Background: an optimization exercise with open tools, aiming at small area. Do not read the settings as production practice.
RTL that was checked went through simulation tests only; none was proved equivalent to the original.
For runs 3 and 6, only the layout was checked, not whether the RTL still works.
Power figures rest on the tool's default switching activity, not on a simulated workload.

## flow/run.sh

```bash
#!/bin/bash
# synth_recipe.tcl (not shown) runs the flow's synth.tcl, then flattens the netlist and writes it again
# the make line also repeats each setting of config.mk as NAME=value (left out here)
make -C /OpenROAD-flow-scripts/flow DESIGN_CONFIG=/design/flow/config.mk WORK_HOME=/design/flow/orfs CLKGATE_MAP_FILE= SYNTH_SCRIPT=/design/flow/synth_recipe.tcl finish
```

## flow/config.mk

```make
export PLATFORM = sky130hd
export DESIGN_NAME = regbank_top
export DESIGN_NICKNAME = regbank_top
export VERILOG_FILES = /design/flow/design.v
export SDC_FILE = /design/flow/constraint.sdc
export NUM_CORES = 4
export LEC_CHECK = 0
export CAP_MARGIN = 20
export CORE_MARGIN = 2
export CORE_UTILIZATION = 40
export SLEW_MARGIN = 20
```

## flow/constraint.sdc

```tcl
create_clock -name core_clock -period 5.0 [get_ports {s_axi_aclk}]
set_input_delay 1.0000 -clock core_clock [delete_from_list [all_inputs] [get_ports {s_axi_aclk}]]
set_output_delay 1.0000 -clock core_clock [all_outputs]
set_load 0.01 [all_outputs]
```

## flow/design.v

```verilog
package regbank_pkg;
    localparam int MAX_PAIRS  = 16;
    localparam int REG_IDX_W  = $clog2(MAX_PAIRS) + 1;   
    localparam int ADDR_LSB   = 2;
    localparam int ADDR_WIDTH = REG_IDX_W + ADDR_LSB;
    localparam int DATA_WIDTH = 32;
    localparam int STRB_WIDTH = DATA_WIDTH / 8;
    typedef logic [ADDR_WIDTH-1:0] addr_t;
    typedef logic [DATA_WIDTH-1:0] data_t;
    typedef logic [STRB_WIDTH-1:0] strb_t;
    typedef logic [1:0]            resp_t;
    localparam resp_t RESP_OKAY = 2'b00;
    typedef enum logic {
        KIND_STATUS = 1'b0,
        KIND_CTRL   = 1'b1
    } reg_kind_e;
    typedef struct packed {
        logic [REG_IDX_W-2:0] pair;
        reg_kind_e            kind;
    } reg_fields_t;
    typedef union packed {
        logic [REG_IDX_W-1:0] raw;
        reg_fields_t          fld;
    } reg_idx_u;
endpackage
module regbank_top #(
    parameter int NUM_PAIRS   = 8,
    parameter int SYNC_STAGES = 2
) (
    input  logic               s_axi_aclk,
    input  logic               s_axi_aresetn,
    input  regbank_pkg::addr_t s_axi_awaddr,
    input  logic               s_axi_awvalid,
    output logic               s_axi_awready,
    input  regbank_pkg::data_t s_axi_wdata,
    input  regbank_pkg::strb_t s_axi_wstrb,
    input  logic               s_axi_wvalid,
    output logic               s_axi_wready,
    output regbank_pkg::resp_t s_axi_bresp,
    output logic               s_axi_bvalid,
    input  logic               s_axi_bready,
    input  regbank_pkg::addr_t s_axi_araddr,
    input  logic               s_axi_arvalid,
    output logic               s_axi_arready,
    output regbank_pkg::data_t s_axi_rdata,
    output regbank_pkg::resp_t s_axi_rresp,
    output logic               s_axi_rvalid,
    input  logic               s_axi_rready,
    input  logic [NUM_PAIRS*regbank_pkg::DATA_WIDTH-1:0] status_in,   
    output logic [NUM_PAIRS*regbank_pkg::DATA_WIDTH-1:0] ctrl_out
);
    localparam int IW = regbank_pkg::REG_IDX_W;    
    localparam int LSB = regbank_pkg::ADDR_LSB;
    localparam int DW = regbank_pkg::DATA_WIDTH;
    localparam int SW = regbank_pkg::STRB_WIDTH;
    assign s_axi_bresp = regbank_pkg::RESP_OKAY;
    assign s_axi_rresp = regbank_pkg::RESP_OKAY;
    logic          aw_pending, w_pending, b_stall, wr_en;
    logic [IW-1:0] aw_buf, waddr;
    logic [DW-1:0] w_buf_data, wr_data;
    logic [SW-1:0] w_buf_strb, wr_strb;
    assign aw_pending = s_axi_awvalid || !s_axi_awready;
    assign w_pending  = s_axi_wvalid || !s_axi_wready;
    assign b_stall    = s_axi_bvalid && !s_axi_bready;
    assign wr_en      = aw_pending && w_pending && !b_stall;
    always_ff @(posedge s_axi_aclk)
    begin
        if (!s_axi_aresetn)
            s_axi_awready <= 1'b1;
        else if (b_stall)
            s_axi_awready <= !aw_pending;
        else if (w_pending)
            s_axi_awready <= 1'b1;
        else
            s_axi_awready <= s_axi_awready && !s_axi_awvalid;
    end
    always_ff @(posedge s_axi_aclk)
    begin
        if (!s_axi_aresetn)
            s_axi_wready <= 1'b1;
        else if (b_stall)
            s_axi_wready <= !w_pending;
        else if (aw_pending)
            s_axi_wready <= 1'b1;
        else
            s_axi_wready <= s_axi_wready && !s_axi_wvalid;
    end
    always_ff @(posedge s_axi_aclk)
    begin
        if (!s_axi_aresetn)
            s_axi_bvalid <= 1'b0;
        else if (wr_en)
            s_axi_bvalid <= 1'b1;
        else if (s_axi_bready)
            s_axi_bvalid <= 1'b0;
    end
    assign waddr   = s_axi_awready ? s_axi_awaddr[LSB +: IW] : aw_buf;
    assign wr_data = s_axi_wready ? s_axi_wdata : w_buf_data;
    assign wr_strb = s_axi_wready ? s_axi_wstrb : w_buf_strb;
    always_ff @(posedge s_axi_aclk)
    begin
        aw_buf     <= waddr;
        w_buf_data <= wr_data;
        w_buf_strb <= wr_strb;
    end
    logic [NUM_PAIRS-1:0][DW-1:0] ctrl_q;
    logic wr_ctrl;
    assign wr_ctrl = wr_en && waddr[0] && !waddr[IW-1];
    logic [DW-1:0] ctrl_d;
    assign ctrl_d = wr_data & {DW{s_axi_aresetn}};
    always_ff @(posedge s_axi_aclk)
    begin
        for (int p = 0; p < NUM_PAIRS; p++)
            for (int b = 0; b < SW; b++)
                if (!s_axi_aresetn || (wr_ctrl && waddr[IW-2:1] == p && wr_strb[b]))
                    ctrl_q[p][8*b +: 8] <= ctrl_d[8*b +: 8];
    end
    assign ctrl_out = ctrl_q;
    (* ASYNC_REG = "TRUE" *) logic [NUM_PAIRS*DW-1:0] sync1, sync2;
    logic [NUM_PAIRS-1:0][DW-1:0] status_r;
    logic [2:0] run_hist;    
    logic       status_ok;
    always_ff @(posedge s_axi_aclk)
    begin
        sync1    <= status_in;
        sync2    <= sync1;
        status_r <= sync2;
        run_hist <= {run_hist[1:0], s_axi_aresetn};
    end
    assign status_ok = &run_hist;
    logic          rd_pending, r_stall;
    logic [IW-1:0] ar_buf, raddr;
    logic [DW-1:0] rd_word;
    assign rd_pending = s_axi_arvalid || !s_axi_arready;
    assign r_stall    = s_axi_rvalid && !s_axi_rready;
    always_ff @(posedge s_axi_aclk)
    begin
        if (!s_axi_aresetn)
            s_axi_rvalid <= 1'b0;
        else if (r_stall)
            s_axi_rvalid <= 1'b1;
        else
            s_axi_rvalid <= rd_pending;
    end
    always_ff @(posedge s_axi_aclk)
    begin
        if (!s_axi_aresetn)
            s_axi_arready <= 1'b1;
        else if (r_stall)
            s_axi_arready <= !rd_pending;
        else
            s_axi_arready <= 1'b1;
    end
    assign raddr = s_axi_arready ? s_axi_araddr[LSB +: IW] : ar_buf;
    always_ff @(posedge s_axi_aclk)
        ar_buf <= raddr;
    logic [NUM_PAIRS-1:0] sel_c, sel_s;
    logic                 sel_h;
    always_comb
    begin
        for (int p = 0; p < NUM_PAIRS; p++)
        begin
            sel_c[p] = !r_stall && !raddr[IW-1] && raddr[IW-2:1] == p && raddr[0];
            sel_s[p] = !r_stall && !raddr[IW-1] && raddr[IW-2:1] == p && !raddr[0] && status_ok;
        end
        sel_h = r_stall;
        rd_word = {DW{sel_h}} & s_axi_rdata;
        for (int p = 0; p < NUM_PAIRS; p++)
            rd_word = rd_word | ({DW{sel_c[p]}} & ctrl_q[p]) | ({DW{sel_s[p]}} & status_r[p]);
    end
    always_ff @(posedge s_axi_aclk)
        s_axi_rdata <= rd_word;
endmodule
```

==> impl_results.md, run 1 <==
- HPWL Detailed: around 76000 um
- Clk buf depth: 3
- Via/cell ratio: ~5
- Final core utilization: a little under three fifths
- HP Class: reg -> reg
- Worst Clk Skew: 0.0220 ns
- Master of the slowest instance on the critical path: dfxtp_1
- Final setup fails: 0
- Synth area leader: dfxtp_1
- Worst hold stages: 0
- CORE AREA: ~74000 um^2
- Final ANT Viol Nets: 0
- CP Capture Type: register
- Yosys cell types: 57
- Commonest cells post-synth: dfxtp_1, edfxtp_1, a22oi_1
- Final Hold Fails: 0
- Top post-synthesis cells by area: dfxtp_1, edfxtp_1, a22oi_1
- First-pass GRT wire length: 143000 um
- Syn avg cell area: 16.0 um^2
- PortBufs: approximately 600
- DR pass1 iterations: 8
- CP most frequent cell: nand3_1
- Routed length per instance: slightly below 30 um
- Main synth FF type: dfxtp_1
- RSZ-0062 raised after global routing: no
- Share of cells above drive strength 1: approximately an eighth
- Setup TNS: 0 ns
- Async SR Flop Fraction: 0%
- Pin count of the biggest net entering global routing: 54
- Initial Util: roughly 40%
- WHS Endpoint: sync2[69]$_DFF_P_
- Postcts setup bufs: 0
- CP arrival: about 4.4 ns
- H-tree depth: 3
- Max Cap Violations: 0
- CTS clk-pin slew, worst paths: around 0.060 ns
- Die Height: around 280 um
- Crit path kind: reg -> reg
- Area Overhead vs Synth: 37.8%
- Filler cell count: 5915
- CP startpoint kind: register
- Placer congestion estimate: between 0.9 and 1
- Crit-path max cell delay: between 0.8 and 0.9 ns
- TritonCTS buffer count: ~110
- Yosys reg bits: 1110
- Via count: 18676
- Slew @ Worst Pin: 1.21 ns
- Clock sink count: roughly 1100
- Final Max Slew Viols: 0
- RR Startpoint: s_axi_arready$_SDFF_PN1_
- Worst vdd ir: ~0.00030 V
- GRT Util Overall: around 27%
- Antenna violations before repair: 10
- Worst-Skew Late Latency: approximately 0.67 ns
- Leak: approximately 16 nW
- R2r worst-path depth: 8
- Outcome: no timing/DRC/antenna violations
- Final critical-path share of the clock period: 75.7%
- Worst-path maximum fanout: 20
- Post-synth EDFFs: ~260
- Critical path cell sequence: mux2i_2 > inv_1 > nor2_2 > nand3_1 > buf_4 > o2bb2ai_1 > a2111oi_0 > nand3_1
- R2R Path End: s_axi_rdata[8]$_DFF_P_
- Die W: about 280 um
- # DRC: 0
- Routed WL: 106000 um
- 1st-iter DRT viols: between 1500 and 2000
- Ys Warns: 1
- Post-synth top area share: between 50% and 60%
- # hold bufs at CTS: 0
- R2r setup slk: roughly 1.2 ns
- Site Rows: 100
- Syn Std Cell Area: between 20000 and 30000 um^2
- Achievable clock frequency: ~0.26 GHz
- Rel. slew slack: 18.9%
- Die area: 76700 um^2
- CTS tree: done
- Total grt overflow: 0
- Vias in the first global route: 18887
- Post-Syn Instances: 1867
- CTS root buffer: clkbuf_16
- I/O pin cnt: 610
- Pwr dens: between 400 and 500 nW/um^2
- CTS resizes: 0
- Nets: 2893
- WP data required: 5.61 ns
- Most frequent cell after synthesis: dfxtp_1
- Final min period: about 3.8 ns
- Post-synthesis sequential area ratio: between 80% and 90%
- Hold path startpoint: sync1[69]$_DFF_P_
metrics by stage:
stage / hold WS [ns] / power, mW / instances / instance area [um^2] / worst slack [ns]
after global routing: 0.322 / 20.1 / 3645 / 41100 / 1.18
after CTS: 0.304 / 19.7 / 3640 / 41100 / 1.33
final: 0.317 / 19.6 / 3648 / 41100 / 1.22
after floorplan: 0.310 / 10.5 / 1870 / 29800 / 2.28
after detailed placement: 0.312 / 11.5 / 3442 / 37300 / 0.824
after global placement: 0.310 / 11.4 / 3442 / 37300 / 0.878
critical path, delay by kind of cell, from the launching register on:
kind,cells,cell delay (ns)
simple gates,3,1.24
flops,1,0.88
compound gates,2,0.59
mux,1,0.52
buf+inv,2,0.49
flip-flops by register name, summed over array words and instances, names as in the netlist:
register / cells
ar_buf: 5
aw_buf: 5
ctrl_q: 256
run_hist: 3
s_axi_arready: 1
s_axi_awready: 1
s_axi_bvalid: 1
s_axi_rdata: 32
s_axi_rvalid: 1
s_axi_wready: 1
status_r: 256
sync1: 256
sync2: 256
w_buf_data: 32
w_buf_strb: 4
how the worst max path moves through the flow:
stage                                         from                      end  cells past startpoint
after detailed placement           s_axi_araddr[6]   s_axi_rdata[8]$_DFF_P_                      9
after global placement             s_axi_araddr[6]   s_axi_rdata[8]$_DFF_P_                      9
after floorplan                      s_axi_awvalid    ctrl_q[128]$_DFFE_PP_                      6
after global routing      s_axi_arready$_SDFF_PN1_  s_axi_rdata[27]$_DFF_P_                      8
final                     s_axi_arready$_SDFF_PN1_   s_axi_rdata[8]$_DFF_P_                      8
after CTS                 s_axi_arready$_SDFF_PN1_   s_axi_rdata[8]$_DFF_P_                      8
kinds of logic after synthesis:
family / count (synthesis) / share of synthesized area [%]
other cells: 1 / 0.0126
flops: 1110 / 83.2
buf+inv: 88 / 1.40
mux: 93 / 3.38
simple gates: 245 / 3.96
compound gates: 330 / 8.07
final cells by class:
| class | instances | area [um^2] | area share, % |
|---|---|---|---|
| Sequential cell | 1110 | 24800 | 60.3 |
| Timing Repair Buffer | 680 | 6620 | 16.1 |
| Multi-Input combinational cell | 672 | 4660 | 11.4 |
| Clock buffer | 157 | 3230 | 7.87 |
| Tap cell | 969 | 1210 | 2.95 |
| Clock inverter | 41 | 495 | 1.21 |
| Inverter | 11 | 43.8 | 0.107 |
| Antenna cell | 8 | 20.0 | 0.0487 |
layout by cell type, fill, tap and decap left out, types with 33 or more instances in the layout:
master and count:
dfxtp_1 853, clkdlybuf4s50_1 600, edfxtp_1 256, clkbuf_16 113
a22oi_1 99, nand2_1 97, buf_4 78, mux2_2 49
a21oi_1 47, mux2i_1 42, nor2_1 36, and2_1 33
routing by layer:
metal / part of all wire [%] / up-vias / GRT usage (%) / routed length (um)
met4: 4.0 / 2 / 11.2 / 4190
met3: 9.5 / 205 / 6.96 / 10100
met2: 48 / 1082 / 44.6 / 50700
met5: 0.012 / - / 0 / 13
met1: 39 / 9209 / 33.7 / 40800
li1: - / 8178 / - / -
power breakdown:
part | internal (mW) | leakage, nW | total, mW | switching (mW)
Combinational | 0.643 | 4.29 | 1.30 | 0.660
Sequential | 9.74 | 9.81 | 9.97 | 0.231
Clock | 4.87 | 1.83 | 8.28 | 3.41
Total | 15.3 | 15.9 | 19.6 | 4.30
==> inputs of run 2 (changes only) <==
==> flow/flow/run.sh (new file) <==
#!/bin/bash
# Standard synthesis and layout, with smaller port buffers and a lighter clock tree.
set -euo pipefail
bash standard.sh synth > synth.log 2>&1
bash standard.sh \
  "BUFFER_PORTS_ARGS=-buffer_cell sky130_fd_sc_hd__buf_1" \
  "CTS_ARGS=-sink_clustering_enable -repair_clock_nets -dont_use_dummy_load -buf_list sky130_fd_sc_hd__clkbuf_4 -sink_clustering_size 10 -sink_clustering_max_diameter 45" \
  finish > layout.log 2>&1
==> flow/standard.sh (new file) <==
#!/bin/bash
# synth_recipe.tcl (not shown) runs the flow's synth.tcl, then flattens the netlist and writes it again
# the make line also repeats each setting of config.mk as NAME=value (left out here)
make -C /OpenROAD-flow-scripts/flow DESIGN_CONFIG=/design/flow/config.mk WORK_HOME=/design/flow/orfs CLKGATE_MAP_FILE= SYNTH_SCRIPT=/design/flow/synth_recipe.tcl "${@:-finish}"
--- a/flow/config.mk
+++ b/flow/config.mk
@@ -7,5 +7,5 @@
 export LEC_CHECK = 0
 export CAP_MARGIN = 20
 export CORE_MARGIN = 2
-export CORE_UTILIZATION = 40
+export CORE_UTILIZATION = 60
 export SLEW_MARGIN = 20
removed: flow/run.sh
==> run 2 against run 1 <==
  * Wire length shrank 8.5%
  * Register-to-register slack got worse by 0.08 ns
  * Final area decreased by 16%
  * Largest cell class unchanged
  * Largest power group unchanged
==> impl_results.md, run 2 <==
- H-tree depth: 4 (+1)
- Worst Clk Skew: 0.0863 ns (+0.0642 ns)
- DR pass1 iterations: 7 (-1)
- Worst-path maximum fanout: 27 (+35%)
- Syn Std Cell Area: 29800 um^2 (unchanged)
- Vias in the first global route: 18317 (-3.0%)
- Placer congestion estimate: 0.941 (+3.9%)
- Total grt overflow: 0 (unchanged)
- Final ANT Viol Nets: 0 (unchanged)
- I/O pin cnt: 610 (unchanged)
- Placed Instance Area: 32900 um^2 (-12%)
- Final setup fails: 0 (unchanged)
- Post-synth top area share: 57.4% (unchanged)
- CTS clk-pin slew, worst paths: 0.11 ns (+0.05 ns)
- Worst-Skew Late Latency: 1.02 ns (+0.35 ns)
- Clk buf depth: 3 (unchanged)
- Die Height: 227 um (-18%)
- PortBufs: 601 (unchanged)
- Ys Warns: 1 (unchanged)
- Commonest cells post-synth: dfxtp_1, edfxtp_1, a22oi_1
- Syn avg cell area: 16.0 um^2 (unchanged)
- Post-synth EDFFs: 256 (unchanged)
- Routed length per instance: 29.4 um (+1.5%)
- Final Hold Fails: 0 (unchanged)
- Antenna violations before repair: 13 (+3)
- Yosys reg bits: 1110 (unchanged)
- RSZ-0062 raised after global routing: no
- 1st-iter DRT viols: 2335 (+25%)
- Master of the slowest instance on the critical path: dfxtp_1
- Filler cell count: 3619 (-39%)
- Worst vdd ir: 0.000289 V (-4.4%)
- Max Cap Violations: 0 (unchanged)
- Die W: 227 um (-18%)
- Area Overhead vs Synth: 15.3%
- Most common cell after layout, fill and taps aside: dfxtp_1
- Yosys cell types: 57 (unchanged)
- Pin count of the biggest net entering global routing: 45 (-17%)
- Achievable clock frequency: 0.259 GHz (-2.1%)
- CTS root buffer: clkbuf_4
- Commonest non-fill, non-tap cells in the layout: dfxtp_1, buf_1, edfxtp_1, clkbuf_4, a22oi_1
- HPWL Detailed: 69000 um (-9.3%)
- First-pass GRT wire length: 130000 um (-9.4%)
- Slew @ Worst Pin: 1.27 ns (+0.0611 ns)
- Share of cells above drive strength 1: 10.2% (-2.2 points)
- Rel. slew slack: 14.8% (-4.1 points)
- Site Rows: 81 (-19%)
- CP arrival: 4.72 ns (+0.32 ns)
- Outcome: no timing/DRC/antenna violations
- Top post-synthesis cells by area: dfxtp_1, edfxtp_1, a22oi_1
- Via count: 19023 (+1.9%)
- # DRC: 0 (unchanged)
- Initial Util: 60.9% (+21 points)
- HP Class: in -> reg
- Via/cell ratio: 5.78 (+13%)
- Most frequent cell after synthesis: dfxtp_1
- Synth area leader: dfxtp_1
- CORE AREA: 49000 um^2 (-34%)
- Pwr dens: 430 nW/um^2 (-9.7%)
- Async SR Flop Fraction: 0% (unchanged)
- Critical path cell sequence: and3b_1 > a31o_2 > nand2_1 > nor2_1 > a2111oi_0 > nand4_1
- CTS tree: done
- Post-synthesis sequential area ratio: 83.2% (unchanged)
- Crit-path max cell delay: 0.91 ns (+0.03 ns)
- Nets: 2928 (+1.2%)
- Routed WL: 96800 um (-8.5%)
- Final min period: 3.86 ns (+0.0813 ns)
- Clock sink count: 1110 (unchanged)
- Post-Syn Instances: 1867 (unchanged)
- Die area: 51500 um^2 (-33%)
- Final Max Slew Viols: 0 (unchanged)
- Main synth FF type: dfxtp_1
- Final critical-path share of the clock period: 77.3% (+1.6 points)
- Crit path kind: reg -> reg
- Setup TNS: 0 ns (unchanged)
- TritonCTS buffer count: 133 (+27%)
- WP data required: 5.85 ns (+0.24 ns)
- GRT Util Overall: 37.3% (+10 points)
- CP Capture Type: register
- CP startpoint kind: register
- Post-route cell area: 34400 um^2 (-16%)
- Leak: 13.1 nW (-18%)
==> run 2: changes by cell type in the layout (fill, tap and decap cells not counted), moves of 6 or more <==
cell and delta:
clkbuf_16 -113, clkbuf_4 +133, dlygate4sd3_1 +37, buf_4 -29
diode_2 +6, buf_1 +600, bufinv_16 -7, clkinv_2 -13
clkdlybuf4s50_1 -600, clkbuf_1 -20, clkbuf_8 -24
==> run 2: critical path, delay by kind of cell (launching register included) <==
family,cells,cell delay [ns]
and+or+nand+nor,4,1.40
AOI/OAI and AO/OA,2,1.40
DFF,1,0.91
==> run 2: cell families after synthesis <==
family	count (synthesis)	synth area share, %
mux	93	3.38
compound gates	330	8.07
other cells	1	0.0126
buf+inv	88	1.40
simple gates	245	3.96
flops	1110	83.2
==> run 2: power breakdown <==
group | total, mW | switching, mW | leakage (nW) | internal, mW
Clock | 3.86 | 2.63 | 0.612 | 1.23
Sequential | 9.96 | 0.232 | 9.81 | 9.73
Combinational | 0.947 | 0.656 | 2.71 | 0.292
==> run 2: repair_timing <==
action,4_1_cts,5_1_grt
resized for setup,0,0
hold endpoints to repair,37,0
hold buffers,37,0
buffers inserted,0,0
==> run 2: worst paths after layout <==
check	from	to	slack (ns)	cells after the start
max reg2reg	s_axi_arready$_SDFF_PN1_	s_axi_rdata[6]$_DFF_P_	1.14	6
min reg2reg	sync2[28]$_DFF_P_	status_r[28]$_DFF_P_	0.29	0
max	s_axi_arready$_SDFF_PN1_	s_axi_rdata[6]$_DFF_P_	1.14	6
min	status_in[39]	sync1[39]$_DFF_P_	0.06	1
==> run 2: area by class of cell <==
class                      instances  area [um^2]  area share [%]
sequential                      1110        24800            72.1
multi-input combinational        672         4680            13.6
timing repair buffer             687         3000            8.72
clock buffer                     133          998            2.91
tap                              664          831            2.42
inverter                          11         43.8           0.127
antenna                           14         35.0           0.102
==> run 2: layer usage <==
metal	up-vias	share of wire (%)	GRT usage [%]
li1	8198	-	-
met1	9220	37	46.8
met2	1342	45	57.1
met3	257	13	13.3
met4	6	5.0	19.3
met5	-	0.031	0
==> run 2: stage by stage <==
| stage | hold slack [ns] | instances | setup WS (ns) | total power [mW] | util [%] |
|---|---|---|---|---|---|
| 3_3_place_gp | 0.310 | 3105 | 1.18 | 11.0 | 67.3 |
| 2_1_floorplan | 0.310 | 1870 | 2.28 | 10.5 | - |
| 3_5_place_dp | 0.312 | 3106 | 1.13 | 11.1 | 67.3 |
| 4_1_cts | 0.00102 | 3276 | 1.25 | 14.8 | 70.1 |
| 5_1_grt | -0.00832 | 3286 | 1.07 | 15.2 | 70.2 |
| 6_report | 0.0621 | 3291 | 1.14 | 14.8 | 70.2 |
==> inputs of run 3 (changes only) <==
--- a/flow/design.v
+++ b/flow/design.v
@@ -95,7 +95,7 @@
             s_axi_bvalid <= 1'b0;
     end
     assign waddr   = s_axi_awready ? s_axi_awaddr[LSB +: IW] : aw_buf;
-    assign wr_data = s_axi_wready ? s_axi_wdata : w_buf_data;
+    assign wr_data = s_axi_aresetn ? (s_axi_wready ? s_axi_wdata : w_buf_data) : '0;
     assign wr_strb = s_axi_wready ? s_axi_wstrb : w_buf_strb;
     always_ff @(posedge s_axi_aclk)
     begin
@@ -107,7 +107,7 @@
     logic wr_ctrl;
     assign wr_ctrl = wr_en && waddr[0] && !waddr[IW-1];
     logic [DW-1:0] ctrl_d;
-    assign ctrl_d = wr_data & {DW{s_axi_aresetn}};
+    assign ctrl_d = wr_data;
     always_ff @(posedge s_axi_aclk)
     begin
         for (int p = 0; p < NUM_PAIRS; p++)
==> flow/flow/run.sh (replaced) <==
#!/bin/bash
# Standard synthesis and layout, with the smallest port buffers and a lighter
# clock tree (small leaf buffers, a strong root, no dummy loads).
set -euo pipefail
bash standard.sh synth > synth.log 2>&1
bash standard.sh \
  "BUFFER_PORTS_ARGS=-buffer_cell sky130_fd_sc_hd__buf_1" \
  "CTS_ARGS=-sink_clustering_enable -repair_clock_nets -dont_use_dummy_load -buf_list sky130_fd_sc_hd__clkbuf_4 -root_buf sky130_fd_sc_hd__clkbuf_16 -sink_clustering_size 9 -sink_clustering_max_diameter 45" \
  finish > layout.log 2>&1
--- a/flow/config.mk
+++ b/flow/config.mk
@@ -7,5 +7,5 @@
 export LEC_CHECK = 0
 export CAP_MARGIN = 20
 export CORE_MARGIN = 2
-export CORE_UTILIZATION = 60
+export CORE_UTILIZATION = 70
 export SLEW_MARGIN = 20
==> run 3 against run 2 <==
  * Highest routed layer unchanged
  * Clock power rose by 3%
  * Utilization rose by 10 points
  * Largest cell class unchanged
  * Wire length fell by 5.5%
  * Via count is 0.22% lower
  * Register-to-register slack gained 0.14 ns
  * Final cell count shrank 5.6%
  * Fmax grew 3.7%
  * First-iteration DRC count decreased by 2.4%
  * Combinational power shrank 7.2%
  * Still clean on timing, DRC and antenna
  * Hold slack better by 0.23 ns
  * Final area down 1.5%
==> impl_results.md, run 3 <==
- Site Rows: 75 (-7.4%)
- Placer congestion estimate: 0.939 (-0.18%)
- Total grt overflow: 0 (unchanged)
- CTS resizes: 0 (unchanged)
- Cells after DPL: 2956 (-4.8%)
- Post-synthesis sequential area ratio: 83.4% (+0.27 points)
- Die Height: 210 um (-7.4%)
- CP startpoint kind: register
- # hold bufs at CTS: 0 (-100%)
- Routed length per instance: 29.4 um (about the same)
- Slew @ Worst Pin: 1.21 ns (-0.0600 ns)
- Share of cells above drive strength 1: 8.95% (-1.3 points)
- GRT Util Overall: 41.2% (+3.9 points)
- CTS root buffer: clkbuf_16
- Hold WS: 0.291 ns (+0.229 ns)
- Worst vdd ir: 0.000368 V (+27%)
- Max Cap Violations: 0 (unchanged)
- Crit path max-delay family: simple AND/OR/NAND/NOR gates
- # DRC: 0 (unchanged)
- Crit path kind: reg -> reg
- Final setup fails: 0 (unchanged)
- TritonCTS buffer count: 141 (+6.0%)
- Most common cell after layout, fill and taps aside: dfxtp_1
- Placed Instance Area: 32700 um^2 (-0.67%)
- H-tree depth: 4 (unchanged)
- CTS clk-pin slew, worst paths: 0.10 ns (about the same)
- Final Max Slew Viols: 0 (unchanged)
- Post-synth top area share: 57.6% (+0.19 points)
- Worst Clk Skew: 0.0469 ns (-0.0394 ns)
- Final critical-path share of the clock period: 74.5% (-2.7 points)
- Achievable clock frequency: 0.268 GHz (+3.7%)
- Synth area leader: dfxtp_1
- Nets: 2873 (-1.9%)
- CP arrival: 4.33 ns (-0.39 ns)
- Via count: 18981 (-0.22%)
- Final min period: 3.73 ns (-0.137 ns)
- Total power: 14.8 mW (+0.24%)
- Leak: 13.1 nW (-0.12%)
- CP Capture Type: register
- Critical path cell sequence: and3_1 > or2_2 > nand3_2 > o21ai_0 > a221oi_1 > o211ai_1
- Rel. slew slack: 18.9% (+4.1 points)
- Syn avg cell area: 16.1 um^2 (+0.81%)
- Final setup margin: 1.27 ns (+0.137 ns)
- Worst-Skew Late Latency: 0.70 ns (-0.32 ns)
- Vias in the first global route: 18571 (+1.4%)
- Register area: 24800 um^2 (about the same)
- Outcome: no timing/DRC/antenna violations
- Antenna violations before repair: 14 (+1)
- WP data required: 5.60 ns (-0.25 ns)
- Commonest non-fill, non-tap cells in the layout: dfxtp_1, buf_1, edfxtp_1, clkbuf_4
- Worst-path maximum fanout: 38 (+41%)
- DR pass1 iterations: 7 (unchanged)
- Main synth FF type: dfxtp_1
- I/O pin cnt: 610 (unchanged)
- Post-synth EDFFs: 256 (unchanged)
- Yosys cell types: 54 (-5.3%)
- Buf+Inv Stages, Crit Path: 0 (unchanged)
- Place WS: 1.00 ns (-0.127 ns)
- Postcts setup bufs: 0 (unchanged)
- Final core utilization: 80.7% (+10 points)
- Async SR Flop Fraction: 0% (unchanged)
- RSZ-0062 raised after global routing: no
- Area Overhead vs Synth: 13.9%
- Top post-synthesis cells by area: dfxtp_1, edfxtp_1, mux2i_1
- Via/cell ratio: 6.11 (+5.7%)
- Die W: 210 um (-7.4%)
- Final Hold Fails: 0 (unchanged)
- Final std cells w/o fill: 3108 (-5.6%)
- Routed WL: 91500 um (-5.5%)
- Master of the slowest instance on the critical path: nand3_2
- Clock sink count: 1110 (unchanged)
- Filler cell count: 2480 (-31%)
- Syn Std Cell Area: 29700 um^2 (-0.33%)
- Commonest cells post-synth: dfxtp_1, edfxtp_1, a22oi_1, nand2_1, mux2i_1
- Area of the multi-input gates: 4600 um^2 (-1.6%)
- CORE AREA: 41900 um^2 (-14%)
- Clk buf depth: 3 (unchanged)
- PortBufs: 601 (unchanged)
- Post-Syn Instances: 1846 (-1.1%)
- Most frequent cell after synthesis: dfxtp_1
- HPWL Detailed: 63900 um (-7.4%)
- Ys Warns: 1 (unchanged)
- First-pass GRT wire length: 125000 um (-3.5%)
- Yosys reg bits: 1110 (unchanged)
- Final ANT Viol Nets: 0 (unchanged)
- Pin count of the biggest net entering global routing: 56 (+24%)
- 1st-iter DRT viols: 2280 (-2.4%)
- Pwr dens: 438 nW/um^2 (+1.8%)
- Die area: 44100 um^2 (-14%)
- Initial Util: 70.8% (+9.9 points)
- Crit-path max cell delay: 0.93 ns (+0.02 ns)
- Post-route cell area: 33800 um^2 (-1.5%)
- HP Class: reg -> reg
- Setup TNS: 0 ns (unchanged)
- CTS tree: done
-- run 3: cell count changes after synthesis, moves of 13 or more --
| cell | previous run | this run |
|---|---|---|
| mux2_2 | 49 | 13 |
| mux2i_1 | 42 | 74 |
| nor2b_1 | 3 | 34 |
| and2_1 | 33 | 3 |
| a22oi_1 | 99 | 82 |
| nand2_1 | 97 | 82 |
| a21oi_1 | 47 | 34 |
-- run 3: where the power goes --
part / internal [mW] / switching, mW / total [mW]
clock: 1.33 / 2.65 / 3.98
combinational: 0.260 / 0.619 / 0.879
sequential: 9.72 / 0.232 / 9.95
total: 11.3 / 3.50 / 14.8
-- run 3: final timing paths --
path	start	to	slack, ns	cells past startpoint
setup / recovery	s_axi_arready$_SDFF_PN1_	s_axi_rdata[13]$_DFF_P_	1.27	6
hold / removal	sync2[53]$_DFF_P_	status_r[53]$_DFF_P_	0.29	0
setup reg to reg	s_axi_arready$_SDFF_PN1_	s_axi_rdata[13]$_DFF_P_	1.27	6
hold reg to reg	sync2[53]$_DFF_P_	status_r[53]$_DFF_P_	0.29	0
-- run 3: worst register-to-register path: stages (launching register included) --
cell	delay, ns
dfxtp_1	0.82
and3_1	0.30
or2_2	0.89
nand3_2	0.94
o21ai_0	0.47
a221oi_1	0.08
o211ai_1	0.14
-- run 3: per-layer routing --
| metal | routed length, um | vias to the layer above | track usage (%) |
|---|---|---|---|
| li1 | - | 8073 | - |
| met4 | 5470 | 14 | 24.5 |
| met5 | 102 | - | 0 |
| met1 | 31800 | 9085 | 50.4 |
| met2 | 42100 | 1488 | 63.6 |
| met3 | 11900 | 321 | 14.8 |
-- run 3: logic make-up (layout without fill, tap and decap cells) --
kind of cell | Yosys count | in the layout | synth area share [%]
other cells | 1 | 15 | 0.0126
compound gates | 324 | 324 | 8.05
mux | 89 | 89 | 3.08
simple gates | 233 | 233 | 4.00
flops | 1110 | 1110 | 83.4
buf+inv | 89 | 798 | 1.42
-- run 3: layout make-up --
class                           instances  share of cell area, %
Antenna cell                           11                 0.0813
Clock buffer                          141                   3.18
Inverter                               10                  0.118
Multi-Input combinational cell        650                   13.6
Sequential cell                      1110                   73.3
Tap cell                              539                   1.99
Timing Repair Buffer                  647                   7.77
==> inputs of run 4 (changes only) <==
--- a/flow/design.v
+++ b/flow/design.v
@@ -23,6 +23,15 @@
         reg_fields_t          fld;
     } reg_idx_u;
 endpackage
+module rd_select #(
+    parameter int N = 17
+) (
+    input  logic [N-1:0] sel,
+    input  logic [N-1:0] src,
+    output logic         y
+);
+    assign y = |(sel & src);
+endmodule
 module regbank_top #(
     parameter int NUM_PAIRS   = 8,
     parameter int SYNC_STAGES = 2
@@ -154,19 +163,29 @@
     assign raddr = s_axi_arready ? s_axi_araddr[LSB +: IW] : ar_buf;
     always_ff @(posedge s_axi_aclk)
         ar_buf <= raddr;
-    logic [NUM_PAIRS-1:0] sel_c, sel_s;
-    logic                 sel_h;
+    logic [2*NUM_PAIRS:0] sel;
     always_comb
     begin
         for (int p = 0; p < NUM_PAIRS; p++)
         begin
-            sel_c[p] = !r_stall && !raddr[IW-1] && raddr[IW-2:1] == p && raddr[0];
-            sel_s[p] = !r_stall && !raddr[IW-1] && raddr[IW-2:1] == p && !raddr[0] && status_ok;
+            sel[2*p+1] = !r_stall && !raddr[IW-1] && raddr[IW-2:1] == p && raddr[0];
+            sel[2*p]   = !r_stall && !raddr[IW-1] && raddr[IW-2:1] == p && !raddr[0] && status_ok;
         end
-        sel_h = r_stall;
-        rd_word = {DW{sel_h}} & s_axi_rdata;
-        for (int p = 0; p < NUM_PAIRS; p++)
-            rd_word = rd_word | ({DW{sel_c[p]}} & ctrl_q[p]) | ({DW{sel_s[p]}} & status_r[p]);
+        sel[2*NUM_PAIRS] = r_stall;
+    end
+    for (genvar i = 0; i < DW; i++)
+    begin : g_rd
+        logic [2*NUM_PAIRS:0] src;
+        always_comb
+        begin
+            for (int p = 0; p < NUM_PAIRS; p++)
+            begin
+                src[2*p+1] = ctrl_q[p][i];
+                src[2*p]   = status_r[p][i];
+            end
+            src[2*NUM_PAIRS] = s_axi_rdata[i];
+        end
+        rd_select #(.N(2*NUM_PAIRS+1)) u_sel (.sel(sel), .src(src), .y(rd_word[i]));
     end
     always_ff @(posedge s_axi_aclk)
         s_axi_rdata <= rd_word;
==> flow/flow/run.sh (replaced) <==
#!/bin/bash
# Standard synthesis script on the design with the read-data select (rd_select)
# given as sky130 cells, then the standard layout with the smallest port buffers
# and a lighter clock tree (small leaf buffers, a strong root, no dummy loads).
set -euo pipefail
python3 flow/swap_module.py design.v flow/rd_select_cells.v design_cells.v > swap.log 2>&1
V="VERILOG_FILES=$PWD/design_cells.v"
bash standard.sh "$V" synth > synth.log 2>&1
bash standard.sh "$V" \
  "BUFFER_PORTS_ARGS=-buffer_cell sky130_fd_sc_hd__buf_1" \
  "CTS_ARGS=-sink_clustering_enable -repair_clock_nets -dont_use_dummy_load -buf_list sky130_fd_sc_hd__clkbuf_4 -root_buf sky130_fd_sc_hd__clkbuf_16 -sink_clustering_size 9 -sink_clustering_max_diameter 45" \
  finish > layout.log 2>&1
==> flow/flow/rd_select_cells.v (new file) <==
// rd_select mapped by hand onto sky130 cells: five a222oi and an a22oi take
// the 17 select/source pairs, and4 + nand3 OR the six inverted groups.
module rd_select #(
    parameter int N = 17
) (
    input  logic [N-1:0] sel,
    input  logic [N-1:0] src,
    output logic         y
);
    wire g0, g1, g2, g3, g4, g5, w;
    sky130_fd_sc_hd__a222oi_1 u_g0 (.A1(sel[0]),  .A2(src[0]),  .B1(sel[1]),  .B2(src[1]),  .C1(sel[2]),  .C2(src[2]),  .Y(g0));
    sky130_fd_sc_hd__a222oi_1 u_g1 (.A1(sel[3]),  .A2(src[3]),  .B1(sel[4]),  .B2(src[4]),  .C1(sel[5]),  .C2(src[5]),  .Y(g1));
    sky130_fd_sc_hd__a222oi_1 u_g2 (.A1(sel[6]),  .A2(src[6]),  .B1(sel[7]),  .B2(src[7]),  .C1(sel[8]),  .C2(src[8]),  .Y(g2));
    sky130_fd_sc_hd__a222oi_1 u_g3 (.A1(sel[9]),  .A2(src[9]),  .B1(sel[10]), .B2(src[10]), .C1(sel[11]), .C2(src[11]), .Y(g3));
    sky130_fd_sc_hd__a222oi_1 u_g4 (.A1(sel[12]), .A2(src[12]), .B1(sel[13]), .B2(src[13]), .C1(sel[14]), .C2(src[14]), .Y(g4));
    sky130_fd_sc_hd__a22oi_1  u_g5 (.A1(sel[15]), .A2(src[15]), .B1(sel[16]), .B2(src[16]), .Y(g5));
    sky130_fd_sc_hd__and4_1   u_w  (.A(g0), .B(g1), .C(g2), .D(g3), .X(w));
    sky130_fd_sc_hd__nand3_1  u_y  (.A(w), .B(g4), .C(g5), .Y(y));
endmodule
==> flow/flow/swap_module.py (new file) <==
# Replace module rd_select in design.v by the cell-level version in the flow folder.
import re, sys
design, cells, out = sys.argv[1:4]
s = open(design).read()
m = re.search(r'^\s*module\s+rd_select\b.*?^\s*endmodule\b', s, re.S | re.M)
if not m:
    sys.exit("rd_select not found")
s = s[:m.start()] + "\n" + open(cells).read() + s[m.end():]
open(out, 'w').write(s)
--- a/flow/config.mk
+++ b/flow/config.mk
@@ -5,7 +5,7 @@
 export SDC_FILE = /design/flow/constraint.sdc
 export NUM_CORES = 4
 export LEC_CHECK = 0
-export CAP_MARGIN = 20
+export CAP_MARGIN = 0
 export CORE_MARGIN = 2
 export CORE_UTILIZATION = 70
-export SLEW_MARGIN = 20
+export SLEW_MARGIN = 0
==> run 4 against run 3 <==
  * Still clean
  * Critical path depth rose by 1
  * Final area fell by 2.1%
  * Flip-flop and latch count did not move
  * Clock power barely moved
  * Count of clock-buffer cells in the layout rose by 2
  * Critical path type unchanged
==> impl_results.md, run 4 <==
- Post-synthesis sequential area ratio: 80.8% (-2.7 points)
- Final Hold Fails: 0 (unchanged)
- Synth area leader: dfxtp_1
- Syn Std Cell Area: 30700 um^2 (+3.3%)
- Final Max Slew Viols: 0 (unchanged)
- Final min period: 3.49 ns (-0.237 ns)
- R2r setup slk: 1.51 ns (+0.24 ns)
- Leak: 12.6 nW (-3.8%)
- CORE AREA: 43200 um^2 (+2.9%)
- CTS root buffer: clkbuf_16
- RSZ-0062 raised after global routing: no
- Yosys cell types: 40 (-26%)
- Slew @ Worst Pin: 1.31 ns (+0.0967 ns)
- Postcts setup bufs: 0 (unchanged)
- Clock sink count: 1110 (unchanged)
- Post-synth top area share: 55.7% (-1.8 points)
- 1st-iter DRT viols: 2282 (+0.088%)
- Die W: 213 um (+1.6%)
- Initial Util: 71.1% (+0.27 points)
- Outcome: no timing/DRC/antenna violations
- Vias in the first global route: 17214 (-7.3%)
- Final ANT Viol Nets: 0 (unchanged)
- Routed length per instance: 27.9 um (-5.1%)
- Share of cells above drive strength 1: 10.8% (+1.8 points)
- Top post-synthesis cells by area: dfxtp_1, edfxtp_1, buf_4
- Site Rows: 76 (+1.3%)
- Crit path kind: reg -> reg
- Placed Instance Area: 32000 um^2 (-2.3%)
- HP Class: reg -> reg
- DR pass1 iterations: 8 (+1)
- Pint: 11.3 mW (-0.32%)
- Placer congestion estimate: 0.848 (-9.7%)
- Sw Pwr: 3.31 mW (-5.3%)
- Most common cell after layout, fill and taps aside: dfxtp_1
- Hold WS: 0.276 ns (-0.0150 ns)
- HPWL Detailed: 54500 um (-15%)
- Final core utilization: 76.7% (-4.0 points)
- Max Cap Violations: 0 (unchanged)
- CP startpoint kind: register
- Seq pwr share: 68.2% (+1.0 points)
- Via/cell ratio: 5.89 (-3.6%)
- Die area: 45500 um^2 (+3.3%)
- Final critical-path share of the clock period: 69.8% (-4.7 points)
- Rel. slew slack: 12.3% (-6.6 points)
- Commonest non-fill, non-tap cells in the layout: dfxtp_1, buf_1, edfxtp_1, a222oi_1, clkbuf_4
- Setup TNS: 0 ns (unchanged)
- CP arrival: 4.08 ns (-0.25 ns)
- Worst-Skew Late Latency: 0.69 ns (about the same)
- CTS clk-pin slew, worst paths: 0.09 ns (about the same)
- Clk network pwr share: 27.1% (+0.2 points)
- Worst Clk Skew: 0.0650 ns (+0.0182 ns)
- Total grt overflow: 0 (unchanged)
- CTS resizes: 0 (unchanged)
- Post-synth EDFFs: 256 (unchanged)
- Routed WL: 82600 um (-9.6%)
- Commonest cells post-synth: dfxtp_1, buf_4, edfxtp_1
- TritonCTS buffer count: 143 (+1.4%)
- Most frequent cell after synthesis: dfxtp_1
- GRT Util Overall: 36.0% (-5.2 points)
- Final setup fails: 0 (unchanged)
- Worst-path maximum fanout: 20 (-47%)
- Die Height: 213 um (+1.6%)
- H-tree depth: 4 (unchanged)
- Antenna violations before repair: 25 (+11)
- Syn avg cell area: 16.4 um^2 (+2.0%)
- Nets: 2663 (-7.3%)
- Pwr dens: 441 nW/um^2 (+0.66%)
- # hold bufs at CTS: 0 (unchanged)
- # DRC: 0 (unchanged)
- Yosys reg bits: 1110 (unchanged)
- Pin count of the biggest net entering global routing: 39 (-30%)
- CTS tree: done
- Achievable clock frequency: 0.286 GHz (+6.8%)
- Post-Syn Instances: 1869 (+1.2%)
- Ys Warns: 1 (unchanged)
- Via count: 17422 (-8.2%)
- WP data required: 5.59 ns (about the same)
- Gate power share: 4.6% (-1.3 points)
- Main synth FF type: dfxtp_1
- Async SR Flop Fraction: 0% (unchanged)
- PortBufs: 601 (unchanged)
- I/O pin cnt: 610 (unchanged)
- First-pass GRT wire length: 112000 um (-10%)
- Post-route cell area: 33100 um^2 (-2.1%)
- Sw Share: 22.7% (-0.91 points)
- Area Overhead vs Synth: 7.92%
- Worst vdd ir: 0.000345 V (-6.2%)
- CP Capture Type: register
- Clk buf depth: 3 (unchanged)
==> run 4: worst max-delay path: stages, from the launching register on <==
cell and delay, ns:
dfxtp_1 0.82, mux2i_1 0.49, o211ai_1 0.36, nor2_4 0.80
buf_4 0.47, a222oi_1 0.16, and4_1 0.24, nand3_1 0.06
==> run 4: cell families after synthesis <==
group           share of synthesized area [%]
simple gates                             2.84
flops                                    80.8
buf+inv                                  7.70
mux                                      1.44
other cells                            0.0122
compound gates                           7.24
==> run 4: area by class of cell <==
| class | instances | area (um^2) |
|---|---|---|
| repair buffers | 644 | 2590 |
| well taps | 585 | 732 |
| inverters | 10 | 37.5 |
| multi-input cells | 441 | 3810 |
| fillers | 2783 | 10100 |
| clock buffers | 143 | 1090 |
| diodes | 26 | 65.1 |
| flip-flops and latches | 1110 | 24800 |
==> run 4: path summary, 6_finish.rpt <==
path                             endpoint                     start  cells past startpoint
hold / removal         sync2[111]$_DFF_P_        sync1[111]$_DFF_P_                      0
setup / recovery  s_axi_rdata[31]$_DFF_P_  s_axi_arready$_SDFF_PN1_                      7
hold reg to reg        sync2[111]$_DFF_P_        sync1[111]$_DFF_P_                      0
setup reg to reg  s_axi_rdata[31]$_DFF_P_  s_axi_arready$_SDFF_PN1_                      7
==> run 4: power by group through the flow <==
| stage | logic, mW | clock network (mW) | registers, mW |
|---|---|---|---|
| 3_5_place_dp | 0.666 | 0 | 10.2 |
| 5_1_grt | 0.715 | 4.38 | 10.0 |
| 6_report | 0.673 | 3.96 | 9.96 |
| 4_1_cts | 0.669 | 4.02 | 9.95 |
| 3_3_place_gp | 0.653 | 0 | 10.1 |
| 2_1_floorplan | 0.506 | 0 | 10.0 |
==> run 4: per-layer routing <==
| layer | share of wire (%) | vias up | global-route usage [%] |
|---|---|---|---|
| met5 | 0.10 | - | 0 |
| met4 | 4.4 | 12 | 17.8 |
| met3 | 13 | 212 | 12.6 |
| met2 | 47 | 1205 | 56.4 |
| met1 | 36 | 8406 | 45.0 |
| li1 | - | 7587 | - |
==> run 4: through the flow <==
stage	total power [mW]	setup slack (ns)	cells
global placement	10.8	1.41	2790
global route	15.1	1.44	2950
floorplan	10.5	1.22	1872
detailed placement	10.8	1.35	2790
finish	14.6	1.51	2959
CTS	14.6	1.62	2933
==> inputs of run 5 (changes only) <==
--- a/flow/config.mk
+++ b/flow/config.mk
@@ -5,7 +5,7 @@
 export SDC_FILE = /design/flow/constraint.sdc
 export NUM_CORES = 4
 export LEC_CHECK = 0
-export CAP_MARGIN = 0
+export CAP_MARGIN = 20
 export CORE_MARGIN = 2
 export CORE_UTILIZATION = 70
-export SLEW_MARGIN = 0
+export SLEW_MARGIN = 20
==> run 5 against run 4 <==
  * First-iteration DRC count is 3.5% lower
  * Via count is essentially flat
  * Setup slack improved by 0.061 ns
  * Die area did not move
  * Critical path type unchanged
  * Critical endpoint unchanged
  * Largest power group unchanged
  * Highest routed layer unchanged
==> impl_results.md, run 5 <==
- Outcome: no timing/DRC/antenna violations
- Post-synth EDFFs: 256 (unchanged)
- Sw Share: 22.6% (-0.061 points)
- Crit path kind: reg -> reg
- Clk buf depth: 3 (unchanged)
- Yosys reg bits: 1110 (unchanged)
- Postcts setup bufs: 0 (unchanged)
- Setup TNS: 0 ns (unchanged)
- Vias in the first global route: 17174 (-0.23%)
- Total grt overflow: 0 (unchanged)
- Post-synth top area share: 55.7% (unchanged)
- RR Startpoint: s_axi_arready$_SDFF_PN1_
- Initial Util: 71.1% (unchanged)
- # hold bufs at CTS: 0 (unchanged)
- Seq pwr share: 68.3% (about the same)
- Area of the multi-input gates: 3850 um^2 (+0.95%)
- HPWL Detailed: 54600 um (+0.20%)
- CTS resizes: 0 (unchanged)
- Synth area leader: dfxtp_1
- CP arrival: 4.01 ns (-0.07 ns)
- Die Height: 213 um (unchanged)
- CORE AREA: 43200 um^2 (unchanged)
- Master of the slowest instance on the critical path: dfxtp_1
- Crit path capture: s_axi_rdata[31]$_DFF_P_
- Worst Clk Skew: 0.0754 ns (+0.0104 ns)
- Final min period: 3.43 ns (-0.0605 ns)
- Top post-synthesis cells by area: dfxtp_1, edfxtp_1, buf_4
- Filler cell count: 2777 (-0.22%)
- R2R Path End: s_axi_rdata[31]$_DFF_P_
- Sw Pwr: 3.30 mW (-0.37%)
- Die W: 213 um (unchanged)
- Crit path max-delay family: simple AND/OR/NAND/NOR gates
- Register area: 24800 um^2 (unchanged)
- # DRC: 0 (unchanged)
- Buf+Inv Stages, Crit Path: 1 (unchanged)
- Yosys cell types: 40 (unchanged)
- Syn Std Cell Area: 30700 um^2 (unchanged)
- CTS root buffer: clkbuf_16
- Async SR Flop Fraction: 0% (unchanged)
- Commonest cells post-synth: dfxtp_1, buf_4, edfxtp_1
- Nets: 2665 (+0.075%)
- Die area: 45500 um^2 (unchanged)
- Via/cell ratio: 5.90 (+0.27%)
- Max Cap Violations: 0 (unchanged)
- HP Class: reg -> reg
- First-pass GRT wire length: 112000 um (-0.64%)
- Worst-Skew Late Latency: 0.70 ns (about the same)
- CP Capture Type: register
- Worst setup path start: s_axi_arready$_SDFF_PN1_
- Pint: 11.3 mW (about the same)
- Placer congestion estimate: 0.848 (unchanged)
- CTS clk-pin slew, worst paths: 0.09 ns (about the same)
- WP data required: 5.58 ns (about the same)
- Rel. slew slack: 22.4% (+10 points)
- Final Hold Fails: 0 (unchanged)
- TritonCTS buffer count: 142 (-0.70%)
- Final ANT Viol Nets: 0 (unchanged)
- 1st-iter DRT viols: 2203 (-3.5%)
- Antenna violations before repair: 21 (-16%)
- Place WS: 1.31 ns (-0.0474 ns)
- Most common cell after layout, fill and taps aside: dfxtp_1
- Syn avg cell area: 16.4 um^2 (unchanged)
- Post-Syn Instances: 1869 (unchanged)
- Pwr dens: 439 nW/um^2 (-0.31%)
- R2r setup slk: 1.57 ns (+0.06 ns)
- RSZ-0062 raised after global routing: no
- Final setup margin: 1.57 ns (+0.0605 ns)
- DR pass1 iterations: 9 (+1)
- I/O pin cnt: 610 (unchanged)
- Post-synthesis sequential area ratio: 80.8% (unchanged)
- Crit-path max cell delay: 0.80 ns (-0.02 ns)
- Routed WL: 82700 um (+0.11%)
- Site Rows: 76 (unchanged)
- Area Overhead vs Synth: 8.14%
- Slew @ Worst Pin: 1.16 ns (-0.153 ns)
- Most frequent cell after synthesis: dfxtp_1
- Ys Warns: 1 (unchanged)
- Final critical-path share of the clock period: 68.6% (-1.2 points)
- Worst-path maximum fanout: 20 (unchanged)
- Worst vdd ir: 0.000288 V (-16%)
- R2r worst-path depth: 7 (unchanged)
- Clk network pwr share: 27.0% (about the same)
- Gate power share: 4.7% (about the same)
- Via count: 17428 (+0.034%)
- H-tree depth: 4 (unchanged)
- PortBufs: 601 (unchanged)
- Commonest non-fill, non-tap cells in the layout: dfxtp_1, buf_1, edfxtp_1, a222oi_1, clkbuf_4
- Crit path depth: 7 (unchanged)
- Achievable clock frequency: 0.292 GHz (+1.8%)
- Pin count of the biggest net entering global routing: 39 (unchanged)
- Main synth FF type: dfxtp_1
- Total power: 14.6 mW (-0.11%)
- Share of cells above drive strength 1: 10.9% (+0.16 points)
- Clock sink count: 1110 (unchanged)
- Final Max Slew Viols: 0 (unchanged)
- Routed length per instance: 28.0 um (+0.35%)
- GRT Util Overall: 35.8% (-0.19 points)
- Final core utilization: 76.9% (+0.16 points)
- CTS tree: done
- CP startpoint kind: register
- Final setup fails: 0 (unchanged)
- Critical path cell sequence: mux2i_1 > o211ai_1 > nor2_4 > buf_4 > a222oi_1 > and4_1 > nand3_1
- Leak: 12.6 nW (+0.24%)
-- run 5: cell count changes in the layout (fill, tap and decap cells not counted), sizes merged --
cell,change
clkbuf,-1
buf,+3
diode,-9
-- run 5: layout make-up --
| cell class | count | area share (%) |
|---|---|---|
| Timing Repair Buffer | 647 | 8.00 |
| Inverter | 10 | 0.113 |
| Multi-Input combinational cell | 441 | 11.6 |
| Tap cell | 585 | 2.21 |
| Antenna cell | 17 | 0.128 |
| Clock buffer | 142 | 3.27 |
| Sequential cell | 1110 | 74.7 |
-- run 5: worst min-delay path by stage --
stage                             from                    end  slack [ns]  depth (start not counted)
floorplan             sync2[0]$_DFF_P_    status_r[0]$_DFF_P_        0.31                          0
global placement    sync2[246]$_DFF_P_  status_r[246]$_DFF_P_        0.31                          0
detailed placement  sync2[115]$_DFF_P_  status_r[115]$_DFF_P_        0.31                          0
CTS                 sync2[143]$_DFF_P_  status_r[143]$_DFF_P_        0.28                          0
global route        sync2[143]$_DFF_P_  status_r[143]$_DFF_P_        0.27                          0
finish              sync2[143]$_DFF_P_  status_r[143]$_DFF_P_        0.28                          0
-- run 5: per-stage QoR --
stage | std cells | area, um^2 | hold slack [ns]
2_1_floorplan | 1872 | 30700 | 0.310
3_3_place_gp | 2790 | 32000 | 0.310
3_5_place_dp | 2792 | 32000 | 0.312
4_1_cts | 2934 | 33100 | 0.278
5_1_grt | 2947 | 33200 | 0.271
6_report | 2952 | 33200 | 0.277
-- run 5: power groups by stage --
stage,combinational (mW),clock (mW),sequential [mW]
6_report,0.684,3.93,9.95
5_1_grt,0.724,4.35,9.99
4_1_cts,0.676,3.99,9.95
3_5_place_dp,0.672,0,10.2
3_3_place_gp,0.653,0,10.1
2_1_floorplan,0.506,0,10.0
-- run 5: cells by family after synthesis --
logic type             synth area share (%)
other                                0.0122
muxes                                  1.44
buffers and inverters                  7.70
DFF                                    80.8
and+or+nand+nor                        2.84
AOI/OAI and AO/OA                      7.24
-- run 5: layer usage --
layer | part of all wire (%) | vias to the layer above | track usage (%)
li1 | - | 7579 | -
met1 | 36 | 8400 | 44.1
met2 | 48 | 1219 | 56.4
met3 | 13 | 214 | 12.3
met4 | 3.9 | 16 | 19.0
met5 | 0.14 | - | 0
-- run 5: worst reg2reg max path: cells and delay by family (launching register included) --
family | cells | cell delay [ns]
and+or+nand+nor | 3 | 1.08
buffers and inverters | 1 | 0.47
DFF | 1 | 0.80
AOI/OAI and AO/OA | 2 | 0.54
muxes | 1 | 0.47
==> inputs of run 6 (changes only) <==
--- a/flow/design.v
+++ b/flow/design.v
@@ -31,6 +31,15 @@
     output logic         y
 );
     assign y = |(sel & src);
+endmodule
+module pick2 (
+    input  logic a,
+    input  logic sa,
+    input  logic b,
+    input  logic sb,
+    output logic y
+);
+    assign y = (a && sa) || (b && sb);
 endmodule
 module regbank_top #(
     parameter int NUM_PAIRS   = 8,
@@ -104,7 +113,13 @@
             s_axi_bvalid <= 1'b0;
     end
     assign waddr   = s_axi_awready ? s_axi_awaddr[LSB +: IW] : aw_buf;
-    assign wr_data = s_axi_aresetn ? (s_axi_wready ? s_axi_wdata : w_buf_data) : '0;
+    logic ld_bus, ld_buf;
+    assign ld_bus = s_axi_aresetn && s_axi_wready;
+    assign ld_buf = s_axi_aresetn && !s_axi_wready;
+    for (genvar i = 0; i < DW; i++)
+    begin : g_wd
+        pick2 u_pick (.a(s_axi_wdata[i]), .sa(ld_bus), .b(w_buf_data[i]), .sb(ld_buf), .y(wr_data[i]));
+    end
     assign wr_strb = s_axi_wready ? s_axi_wstrb : w_buf_strb;
     always_ff @(posedge s_axi_aclk)
     begin
--- a/flow/flow/rd_select_cells.v
+++ b/flow/flow/rd_select_cells.v
@@ -17,3 +17,14 @@
     sky130_fd_sc_hd__and4_1   u_w  (.A(g0), .B(g1), .C(g2), .D(g3), .X(w));
     sky130_fd_sc_hd__nand3_1  u_y  (.A(w), .B(g4), .C(g5), .Y(y));
 endmodule
+
+// pick2 as one a22o cell
+module pick2 (
+    input  logic a,
+    input  logic sa,
+    input  logic b,
+    input  logic sb,
+    output logic y
+);
+    sky130_fd_sc_hd__a22o_1 u_y (.A1(a), .A2(sa), .B1(b), .B2(sb), .X(y));
+endmodule
==> flow/flow/swap_module.py (replaced) <==
# Replace each module that the cells file defines (rd_select, pick2) in design.v
# by its cell-level version from the flow folder.
import re, sys
design, cells, out = sys.argv[1:4]
s = open(design).read()
c = open(cells).read()
for name in re.findall(r'^\s*module\s+(\w+)', c, re.M):
    m = re.search(r'^\s*module\s+' + name + r'\b.*?^\s*endmodule\b', s, re.S | re.M)
    if not m:
        sys.exit(name + " not found")
    s = s[:m.start()] + s[m.end():]
open(out, 'w').write(s + "\n" + c)
--- a/flow/config.mk
+++ b/flow/config.mk
@@ -7,5 +7,5 @@
 export LEC_CHECK = 0
 export CAP_MARGIN = 20
 export CORE_MARGIN = 2
-export CORE_UTILIZATION = 70
+export CORE_UTILIZATION = 80
 export SLEW_MARGIN = 20
==> run 6 against run 5 <==
  * Combinational power increased by 3.7%
  * Final cell count decreased by 3.7%
  * Clock power increased by 1%
  * Hold slack improved by 0.0079 ns
  * Wire length increased by 3.5%
  * Final area decreased by 0.76%
  * Non-clock buffer count decreased by 17
  * Largest cell class unchanged
  * Highest routed layer unchanged
==> impl_results.md, run 6 <==
- Routed length per instance: 30.1 um (+7.5%)
- Clk buf depth: 3 (unchanged)
- CTS root buffer: clkbuf_16
- Sw Pwr: 3.39 mW (+2.6%)
- Setup TNS: 0 ns (unchanged)
- HP Class: reg -> reg
- Slew @ Worst Pin: 1.21 ns (+0.0491 ns)
- PortBufs: 601 (unchanged)
- CP startpoint kind: register
- Worst vdd ir: 0.000452 V (+57%)
- Final core utilization: 87.6% (+11 points)
- Most frequent cell after synthesis: dfxtp_1
- Outcome: no timing/DRC/antenna violations
- Commonest cells post-synth: dfxtp_1, buf_4, edfxtp_1
- Async SR Flop Fraction: 0% (unchanged)
- Leak: 12.3 nW (-2.5%)
- Placer congestion estimate: 0.868 (+2.3%)
- Routed WL: 85600 um (+3.5%)
- Final critical-path share of the clock period: 70.5% (+1.9 points)
- Most common cell after layout, fill and taps aside: dfxtp_1
- I/O pin cnt: 610 (unchanged)
- Crit path kind: reg -> reg
- Vias in the first global route: 17748 (+3.3%)
- Site Rows: 71 (-6.6%)
- # hold bufs at CTS: 0 (unchanged)
- Final min period: 3.52 ns (+0.0928 ns)
- TritonCTS buffer count: 141 (-0.70%)
- Post-synth EDFFs: 256 (unchanged)
- Clock sink count: 1110 (unchanged)
- Syn Std Cell Area: 30500 um^2 (-0.71%)
- Main synth FF type: dfxtp_1
- Yosys reg bits: 1110 (unchanged)
- # DRC: 0 (unchanged)
- Pint: 11.3 mW (about the same)
- CTS tree: done
- Initial Util: 81.1% (+10 points)
- Final Max Slew Viols: 0 (unchanged)
- Max Cap Violations: 0 (unchanged)
- HPWL Detailed: 56000 um (+2.5%)
- Commonest non-fill, non-tap cells in the layout: dfxtp_1, buf_1, edfxtp_1, a222oi_1, clkbuf_4
- Top sig layer: met5
- CP arrival: 4.09 ns (+0.08 ns)
- Achievable clock frequency: 0.284 GHz (-2.6%)
- Critical path cell sequence: mux2i_1 > o211ai_1 > nor2_4 > buf_4 > a222oi_1 > and4_1 > nand3_1
- Final ANT Viol Nets: 0 (unchanged)
- Top post-synthesis cells by area: dfxtp_1, edfxtp_1, buf_4
- Post-synth top area share: 56.1% (+0.40 points)
- Met3 routed WL: 12900 um (+24%)
- Yosys cell types: 35 (-13%)
- Post-synthesis sequential area ratio: 81.3% (+0.58 points)
- Ys Warns: 1 (unchanged)
- Worst hold stages: 0 (unchanged)
- Share of cells above drive strength 1: 10.3% (-0.67 points)
- Clk network pwr share: 27.1% (about the same)
- DR pass1 iterations: 10 (+1)
- Die W: 199 um (-6.7%)
- Post-Syn Instances: 1828 (-2.2%)
- Final Hold Fails: 0 (unchanged)
- Worst-Skew Late Latency: 0.67 ns (-0.03 ns)
- H-tree depth: 4 (unchanged)
- Place WS: 1.41 ns (+0.105 ns)
- Worst-path maximum fanout: 20 (unchanged)
- Final setup margin: 1.48 ns (-0.0928 ns)
- Met2 wire length: 40600 um (+2.8%)
- RSZ-0062 raised after global routing: no
- Final setup fails: 0 (unchanged)
- Worst Clk Skew: 0.0645 ns (-0.0109 ns)
- Gate power share: 4.8% (about the same)
- CP Capture Type: register
- GRT Util Overall: 41.7% (+5.9 points)
- Pwr dens: 445 nW/um^2 (+1.3%)
- Nets: 2614 (-1.9%)
- Pin count of the biggest net entering global routing: 33 (-15%)
- Total grt overflow: 0 (unchanged)
- RR Startpoint: s_axi_arready$_SDFF_PN1_
- Antenna violations before repair: 33 (+57%)
- Die area: 39700 um^2 (-13%)
- M1 wire length: 27400 um (-6.8%)
- Seq pwr share: 68.0% (-0.3 points)
- Worst setup path start: s_axi_arready$_SDFF_PN1_
- Crit-path max cell delay: 0.79 ns (about the same)
- WHS Endpoint: sync2[21]$_DFF_P_
- Via count: 18015 (+3.4%)
- Via/cell ratio: 6.34 (+7.4%)
- Master of the slowest instance on the critical path: dfxtp_1
- CTS clk-pin slew, worst paths: 0.09 ns (about the same)
- Hold path startpoint: sync1[21]$_DFF_P_
- Crit path max-delay family: simple AND/OR/NAND/NOR gates
- WP data required: 5.57 ns (about the same)
- Synth area leader: dfxtp_1
- R2r setup slk: 1.48 ns (-0.09 ns)
- Sw Share: 23.1% (+0.46 points)
- CORE AREA: 37600 um^2 (-13%)
- Buf+Inv Stages, Crit Path: 1 (unchanged)
- Postcts setup bufs: 0 (unchanged)
- Area Overhead vs Synth: 8.09% (about the same)
- Syn avg cell area: 16.7 um^2 (+1.5%)
- 1st-iter DRT viols: 2614 (+19%)
- Die Height: 199 um (-6.7%)
- First-pass GRT wire length: 114000 um (+2.0%)
- R2r worst-path depth: 7 (unchanged)
- Rel. slew slack: 19.1% (-3.3 points)
- CTS resizes: 0 (unchanged)
- R2R Path End: s_axi_rdata[13]$_DFF_P_
## run 6: cell types whose count changed after synthesis, sizes merged, moves of 2 or more
cell / change
nand2: -2
buf: -9
nor2: -25
mux2i: -31
a22o: +32
nand3: +2
nor3: -8
## run 6: layout make-up
type	instances	area (um^2)
timing repair buffer	630	2530
sequential	1110	24800
tap	511	639
clock buffer	141	1080
inverter	9	33.8
fill	1667	4650
multi-input combinational	409	3790
antenna	32	80.1
## run 6: kinds of logic (layout without fill, tap and decap cells)
kind of cell | count (synthesis) | in the layout | share of synthesized area, %
AO/OA/AOI/OAI | 270 | 270 | 8.22
buffers and inverters | 312 | 780 | 7.54
flip-flops | 1110 | 1110 | 81.3
multiplexers | 13 | 13 | 0.464
other | 1 | 36 | 0.0123
AND/OR/NAND/NOR | 122 | 122 | 2.41
## run 6: metrics by stage
step	instance area [um^2]	cells	total power, mW	hold slack, ns
floorplan	30500	1831	10.5	0.310
global placement	31600	2667	10.8	0.310
detailed placement	31600	2667	10.8	0.312
CTS	32700	2808	14.6	0.288
global route	32900	2829	15.1	0.300
finish	32900	2842	14.7	0.285
## run 6: routing by layer
layer / global-route usage, % / up-vias
li1: - / 7470
met1: 48.8 / 8651
met2: 65.3 / 1600
met3: 16.7 / 282
met4: 25.0 / 12
met5: 0 / -
## run 6: power by group through the flow
stage,clock [mW],combinational [mW],sequential [mW]
2_1_floorplan,0,0.498,10.1
3_3_place_gp,0,0.646,10.1
3_5_place_dp,0,0.667,10.2
4_1_cts,3.96,0.674,9.95
5_1_grt,4.32,0.737,10.0
6_report,3.97,0.709,9.97
## run 6: how the worst max path moves through the flow
| stage | slack [ns] | cells past startpoint | endpoint |
|---|---|---|---|
| 2_1_floorplan | 1.92 | 6 | s_axi_rdata[0]$_DFF_P_ |
| 3_3_place_gp | 1.49 | 4 | ctrl_q[18]$_DFFE_PP_ |
| 3_5_place_dp | 1.41 | 4 | ctrl_q[141]$_DFFE_PP_ |
| 4_1_cts | 1.63 | 7 | s_axi_rdata[2]$_DFF_P_ |
| 5_1_grt | 1.37 | 7 | s_axi_rdata[5]$_DFF_P_ |
| 6_report | 1.48 | 7 | s_axi_rdata[13]$_DFF_P_ |

-- afterwards: timing with drivers on the ports --
No port has a modelled driver above. Below, the same layouts with a new extraction and two added sets of constraints. Step 1 sets driving cells, clkbuf_16 on the clock port and buf_2 on the other inputs (assumed; they add their load-dependent delay and slew). Step 2 also shifts input and output timing later by t, the mid clock arrival at the registers, as if the neighbouring blocks saw the same clock. a / b / c = ideal ports / drivers / drivers and shift; a / b = the first two.
| run | t, ns | slack for setup (ns) | clock arrival spread, ns | worst slew at a driven data input, ns |
|---|---|---|---|---|
| run 1 | 0.721 | 1.217 / 1.217 / 0.706 | 0.026 / 0.026 | 0.16 |
| run 2 | 1.046 | 1.136 / 1.136 / 0.916 | 0.115 / 0.115 | 0.15 |
| run 3 | 0.739 | 1.273 / 1.273 / 0.891 | 0.057 / 0.058 | 0.12 |
| run 4 | 0.720 | 1.509 / 1.509 / 1.267 | 0.066 / 0.065 | 0.14 |
| run 5 | 0.714 | 1.570 / 1.570 / 1.270 | 0.101 / 0.101 | 0.13 |
| run 6 | 0.695 | 1.477 / 1.477 / 1.257 | 0.071 / 0.071 | 0.17 |
After both steps setup and hold are still met in every run listed. For run 1, which loses most, drivers alone change the setup slack by 0.000 ns; drivers and shift together by -0.511 ns.
